Source: an optimization exercise on an open RTL-to-GDS flow (aim: small area and a short achievable clock period). Production flows keep margins and buffers that such runs may drop. The RTL was checked by simulation tests, not by an equivalence proof against the original design. Power figures rest on the tool's default switching activity, not on a simulated workload.

Design flash_cmd_trace, start of the top module:
module flash_cmd_trace #(
    parameter int DEPTH_LOG2 = 6,
    parameter int TS_WIDTH   = 24
) (
    input  logic        clk,
    input  logic        rst_n,
    input  logic [7:0]  mon_cmd,
    input  logic        mon_stb,
    input  logic [1:0]  wb_addr,
    output logic [31:0] wb_rdata,
    input  logic [31:0] wb_wdata,
    input  logic        wb_we,
    input  logic        wb_cyc,
    output logic        wb_ack
);
    localparam int DEPTH = 1 << DEPTH_LOG2;
    localparam int ADEPTH = DEPTH - 1;
    logic [TS_WIDTH-1:0]   ts;
    logic [31:0]           arr [ADEPTH];
    logic [31:0]           head;
    logic [7:0]            wr_hi, wr_lo;
    logic [7:0]            rd_hi, rd_lo;
    logic [DEPTH_LOG2:0]   level;
    logic [7:0]            drop_cnt;
    logic                  ovf;
    logic                  enable;
    logic                  empty;
    logic                  full;
    logic                  one;
    logic                  two;
    logic                  ctrl_wr;
    logic                  clr;
    logic                  pop;
    logic                  eligible;
    logic                  push;
    logic                  drop;
    logic                  inc;
    logic                  dec;
    logic                  filt_ok;
    logic                  arr_wr;
    logic [31:0]           entry;
    logic [31:0]           filt_rd;
    logic [31:0]           status;
    assign entry = {mon_cmd, 24'(ts)};
    assign ctrl_wr  = wb_ack & wb_we & (wb_addr == 2'd0);
    assign clr      = ctrl_wr & wb_wdata[1];
    assign pop      = wb_ack & ~wb_we & (wb_addr == 2'd1) & ~empty;
    assign eligible = mon_stb & enable & ~clr & filt_ok;
    assign push     = eligible & (~full | pop);
    assign drop     = eligible & full & ~pop;
    assign inc      = push & ~pop;
    assign dec      = pop & ~push;
  ...
For scale: roughly 3800 cells after synthesis, ~2200 flip-flops, ~80 I/O pins, about 0.078 mm^2 of cells after synthesis.
Settings: LEC_CHECK=0, CAP_MARGIN=20, CORE_MARGIN=2, CORE_UTILIZATION=50, CTS_CLUSTER_DIAMETER=70, CTS_CLUSTER_SIZE=24, SETUP_SLACK_MARGIN=3.0, SLEW_MARGIN=20, SYNTH_HIERARCHICAL=1; clock period 6.0 ns.
run.sh (not shown) runs the stock make flow with config.mk's settings and CLKGATE_MAP_FILE= SYNTH_SCRIPT=/design/flow/synth_recipe.tcl, a recipe that flattens the netlist after the stock synthesis.
Next try:
--- a/flow/design.v
+++ b/flow/design.v
@@ -69,33 +69,32 @@
     end
     logic [31:0] stg;
     logic        stg_v;
     logic        byp;
     always_ff @(posedge clk) begin
         stg <= entry;
     end
     always_ff @(posedge clk or negedge rst_n) begin
         if (!rst_n) begin
             stg_v <= 1'b0;
-            byp   <= 1'b0;
         end else begin
             stg_v <= arr_wr;
-            byp   <= arr_wr & (one | (two & pop));
         end
     end
     always_ff @(posedge clk) begin
         for (int i = 0; i < ADEPTH; i++) begin
             if (stg_v && wr_hi[i / 8] && wr_lo[i % 8]) begin
                 arr[i] <= stg;
             end
         end
     end
+    assign byp = stg_v & two;
     logic [ADEPTH-1:0] rd_sel;
     logic [31:0]       arr_rd;
     always_comb begin
         for (int i = 0; i < ADEPTH; i++) begin
             rd_sel[i] = rd_hi[i / 8] & rd_lo[i % 8] & ~byp;
         end
     end
     for (genvar b = 0; b < 32; b++) begin : g_rdm
         logic [ADEPTH/3-1:0] grp_n;
         for (genvar g = 0; g < ADEPTH / 3; g++) begin : g_grp
The new run finished with timing, DRC and antenna clean.
Worst setup slack is worse by 62 ps.
Die area hardly moves.
Non-clock buffer count goes up by 45.
Clock-buffer cell count goes down by 14.
Routed wire length goes up by a few percent.
Combinational power goes down by a few percent.

* * *

flash_cmd_trace, a different RTL version from the one above (not shown whole).
Size in the first run: roughly 4000 cells after synthesis, ~2100 flip-flops, roughly 80 I/O pins, roughly 82000 sq um of cells after synthesis.
==> module flash_cmd_trace, before the edit <==
module flash_cmd_trace #(
    parameter int DEPTH_LOG2 = 6,
    parameter int TS_WIDTH   = 24
) (
    input  logic        clk,
    input  logic        rst_n,
    input  logic [7:0]  mon_cmd,
    input  logic        mon_stb,
    input  logic [1:0]  wb_addr,
    output logic [31:0] wb_rdata,
    input  logic [31:0] wb_wdata,
    input  logic        wb_we,
    input  logic        wb_cyc,
    output logic        wb_ack
);
    localparam int DEPTH = 1 << DEPTH_LOG2;
    localparam int ADEPTH = DEPTH - 1;
    logic [TS_WIDTH-1:0]   ts;
    logic [31:0]           arr [ADEPTH];
    logic [31:0]           head;
    logic [DEPTH_LOG2-1:0] wr_ptr;
    logic [DEPTH_LOG2-1:0] rd_ptr;
    logic [DEPTH_LOG2:0]   level;
    logic [7:0]            drop_cnt;
    logic                  ovf;
    logic                  enable;
    logic                  empty;
    logic                  full;
    logic                  one;
    logic                  ctrl_wr;
    logic                  clr;
    logic                  pop;
    logic                  eligible;
    logic                  push;
    logic                  drop;
    logic                  filt_ok;
    logic                  head_new;
    logic                  arr_wr;
    logic [31:0]           entry;
    logic [31:0]           filt_rd;
    logic [31:0]           status;
    logic [31:0]           rd_val;
    assign entry = {mon_cmd, 24'(ts)};
    assign empty = (level == '0);
    assign full  = level[DEPTH_LOG2];
    assign one   = (level == 7'd1);
    assign ctrl_wr  = wb_ack & wb_we & (wb_addr == 2'd0);
    assign clr      = ctrl_wr & wb_wdata[1];
    assign pop      = wb_ack & ~wb_we & (wb_addr == 2'd1) & ~empty;
    assign eligible = mon_stb & enable & ~clr & filt_ok;
    assign push     = eligible & (~full | pop);
    assign drop     = eligible & full & ~pop;
    assign head_new = push & (empty | (one & pop));
    assign arr_wr   = push & ~empty & ~(one & pop);
    logic       filt_en;
    logic [7:0] filt_mask;
    logic [7:0] filt_match;
    assign filt_ok = ~filt_en | ((mon_cmd & filt_mask) == (filt_match & filt_mask));
    assign filt_rd = {15'b0, filt_en, filt_mask, filt_match};
    always_ff @(posedge clk or negedge rst_n) begin
        if (!rst_n) begin
            filt_en    <= 1'b0;
            filt_mask  <= 8'h00;
            filt_match <= 8'h00;
        end else if (wb_ack && wb_we && wb_addr == 2'd2) begin
            filt_en    <= wb_wdata[16];
            filt_mask  <= wb_wdata[15:8];
            filt_match <= wb_wdata[7:0];
        end
    end
    always_ff @(posedge clk) begin
        if (arr_wr) begin
            arr[wr_ptr] <= entry;
        end
    end
    always_ff @(posedge clk) begin
        if (head_new) begin
            head <= entry;
        end else if (pop) begin
            head <= arr[rd_ptr];
        end
    end
    logic [DEPTH_LOG2-1:0] wr_ptr_nx;
    logic [DEPTH_LOG2-1:0] rd_ptr_nx;
    assign wr_ptr_nx = (wr_ptr == DEPTH_LOG2'(ADEPTH - 1)) ? '0 : wr_ptr + 1'b1;
    assign rd_ptr_nx = (rd_ptr == DEPTH_LOG2'(ADEPTH - 1)) ? '0 : rd_ptr + 1'b1;
    always_ff @(posedge clk or negedge rst_n) begin
        if (!rst_n) begin
            ts       <= '0;
            wr_ptr   <= '0;
            rd_ptr   <= '0;
            level    <= '0;
            drop_cnt <= 8'h00;
            ovf      <= 1'b0;
            enable   <= 1'b1;
            wb_ack   <= 1'b0;
        end else begin
            wb_ack <= wb_cyc & ~wb_ack;
            ts     <= clr ? '0 : ts + 1'b1;
            if (ctrl_wr) begin
                enable <= wb_wdata[0];
            end
            if (clr) begin
                wr_ptr   <= '0;
                rd_ptr   <= '0;
                level    <= '0;
                drop_cnt <= 8'h00;
                ovf      <= 1'b0;
            end else begin
                if (arr_wr) begin
                    wr_ptr <= wr_ptr_nx;
                end
                if (pop && !one) begin
                    rd_ptr <= rd_ptr_nx;
                end
                if (push && !pop) begin
                    level <= level + 1'b1;
                end else if (pop && !push) begin
                    level <= level - 1'b1;
                end
                if (drop) begin
                    ovf <= 1'b1;
                    if (drop_cnt != 8'hFF) begin
                        drop_cnt <= drop_cnt + 1'b1;
                    end
                end
            end
        end
    end
    assign status = {empty, full, ovf, enable, 4'b0, drop_cnt, 16'(level)};
    always_comb begin
        rd_val = 32'h0;
        case (wb_addr)
            2'd0:    rd_val = status;
            2'd1:    rd_val = empty ? 32'h0 : head;
            2'd2:    rd_val = filt_rd;
            default: rd_val = 32'h0;
        endcase
    end
    assign wb_rdata = (wb_ack && !wb_we) ? rd_val : 32'h0;
endmodule
Settings: LEC_CHECK=0, CAP_MARGIN=20, CORE_MARGIN=2, CORE_UTILIZATION=50, SLEW_MARGIN=20; clock period 6.0 ns.
The starting point completed without violations.
Rerun with:
==> flow/design.v (replaced) <==
module flash_cmd_trace #(
    parameter int DEPTH_LOG2 = 6,
    parameter int TS_WIDTH   = 24
) (
    input  logic        clk,
    input  logic        rst_n,
    input  logic [7:0]  mon_cmd,
    input  logic        mon_stb,
    input  logic [1:0]  wb_addr,
    output logic [31:0] wb_rdata,
    input  logic [31:0] wb_wdata,
    input  logic        wb_we,
    input  logic        wb_cyc,
    output logic        wb_ack
);
    localparam int DEPTH = 1 << DEPTH_LOG2;
    logic [TS_WIDTH-1:0]   ts;
    logic [23:0]           ts_ext;
    logic [31:0]           mem [DEPTH];
    logic [DEPTH_LOG2-1:0] wr_ptr;
    logic [DEPTH_LOG2-1:0] rd_ptr;
    logic [DEPTH_LOG2:0]   level;
    logic [7:0]            drop_cnt;
    logic                  ovf;
    logic                  enable;
    logic                  empty;
    logic                  full;
    logic                  ctrl_wr;
    logic                  clr;
    logic                  pop;
    logic                  eligible;
    logic                  push;
    logic                  drop;
    logic                  filt_ok;
    logic [31:0]           filt_rd;
    logic [31:0]           status;
    logic [31:0]           rd_val;
    assign ts_ext = 24'(ts);
    assign empty  = (level == '0);
    assign full   = level[DEPTH_LOG2];
    assign ctrl_wr  = wb_ack & wb_we & (wb_addr == 2'd0);
    assign clr      = ctrl_wr & wb_wdata[1];
    assign pop      = wb_ack & ~wb_we & (wb_addr == 2'd1) & ~empty;
    assign eligible = mon_stb & enable & ~clr & filt_ok;
    assign push     = eligible & (~full | pop);
    assign drop     = eligible & full & ~pop;
    logic       filt_en;
    logic [7:0] filt_mask;
    logic [7:0] filt_match;
    logic       unused_wdata;
    assign filt_ok      = ~filt_en | ((mon_cmd & filt_mask) == (filt_match & filt_mask));
    assign filt_rd      = {15'b0, filt_en, filt_mask, filt_match};
    assign unused_wdata = ^wb_wdata[31:17];
    always_ff @(posedge clk or negedge rst_n) begin
        if (!rst_n) begin
            filt_en    <= 1'b0;
            filt_mask  <= 8'h00;
            filt_match <= 8'h00;
        end else if (wb_ack && wb_we && wb_addr == 2'd2) begin
            filt_en    <= wb_wdata[16];
            filt_mask  <= wb_wdata[15:8];
            filt_match <= wb_wdata[7:0];
        end
    end
    always_ff @(posedge clk) begin
        if (push) begin
            mem[wr_ptr] <= {mon_cmd, ts_ext};
        end
    end
    always_ff @(posedge clk or negedge rst_n) begin
        if (!rst_n) begin
            ts       <= '0;
            wr_ptr   <= '0;
            rd_ptr   <= '0;
            level    <= '0;
            drop_cnt <= 8'h00;
            ovf      <= 1'b0;
            enable   <= 1'b1;
            wb_ack   <= 1'b0;
        end else begin
            wb_ack <= wb_cyc & ~wb_ack;
            ts     <= clr ? '0 : ts + 1'b1;
            if (ctrl_wr) begin
                enable <= wb_wdata[0];
            end
            if (clr) begin
                wr_ptr   <= '0;
                rd_ptr   <= '0;
                level    <= '0;
                drop_cnt <= 8'h00;
                ovf      <= 1'b0;
            end else begin
                if (push) begin
                    wr_ptr <= wr_ptr + 1'b1;
                end
                if (pop) begin
                    rd_ptr <= rd_ptr + 1'b1;
                end
                if (push && !pop) begin
                    level <= level + 1'b1;
                end else if (pop && !push) begin
                    level <= level - 1'b1;
                end
                if (drop) begin
                    ovf <= 1'b1;
                    if (drop_cnt != 8'hFF) begin
                        drop_cnt <= drop_cnt + 1'b1;
                    end
                end
            end
        end
    end
    assign status = {empty, full, ovf, enable, 4'b0, drop_cnt, 16'(level)};
    always_comb begin
        rd_val = 32'h0;
        case (wb_addr)
            2'd0:    rd_val = status;
            2'd1:    rd_val = empty ? 32'h0 : mem[rd_ptr];
            2'd2:    rd_val = filt_rd;
            default: rd_val = 32'h0;
        endcase
    end
    assign wb_rdata = (wb_ack && !wb_we) ? rd_val : 32'h0;
endmodule
Effect: Hold slack is better by 0.17 ns. Count of clock-buffer cells in the layout rose by 6. Via count fell slightly. Non-clock buffer count rose by 65. Total power rose slightly. Global-route usage rose by 0.27 points. Sequential share of layout area rose by 0.18 points. Sequential cell count is unchanged. Utilization barely changes. Sequential power is about the same. Area after synthesis barely changes. Maximum frequency fell by roughly a tenth. Worst setup slack is worse by 0.81 ns.

==> port drivers added, routing unchanged <==
The flow's constraints put no driver on any port. The routed layouts listed below were extracted and timed again, unchanged, in two steps. Step 1 (the two cells are an assumption about what drives the block):
set clk [get_ports {clk}]
set_driving_cell -lib_cell sky130_fd_sc_hd__clkbuf_16 $clk
set_driving_cell -lib_cell sky130_fd_sc_hd__buf_2 [delete_from_list [all_inputs] $clk]
Step 2 times the ports against the registers' clock, not the clock port: input delays grow and output delays shrink by t, the midpoint of the rising clock arrivals with the driver on. Three values: ideal, step 1, step 2; two values: the first two.
run | shift t [ns] | slack for setup (ns) | hold WS [ns] | worst setup path after step 2
the first run of note 1 | 0.865 | 2.745 / 2.458 / 2.123 | 0.369 / 0.308 / 0.430 | input to register
the second run of note 1 | 0.854 | 2.683 / 2.501 / 2.215 | 0.446 / 0.392 / 0.449 | input to register
the first run of note 2 | 0.918 | 0.880 / 0.854 / 0.651 | 0.198 / 0.138 / 0.533 | input to register
the second run of note 2 | 0.900 | 0.074 / -0.004 / 0.047 | 0.371 / 0.317 / 0.499 | input to output
After both steps setup and hold are still met in every run listed. The setup slack of the first run of note 1, which loses most, moves by -0.287 ns with the drivers and by -0.622 ns with both steps.
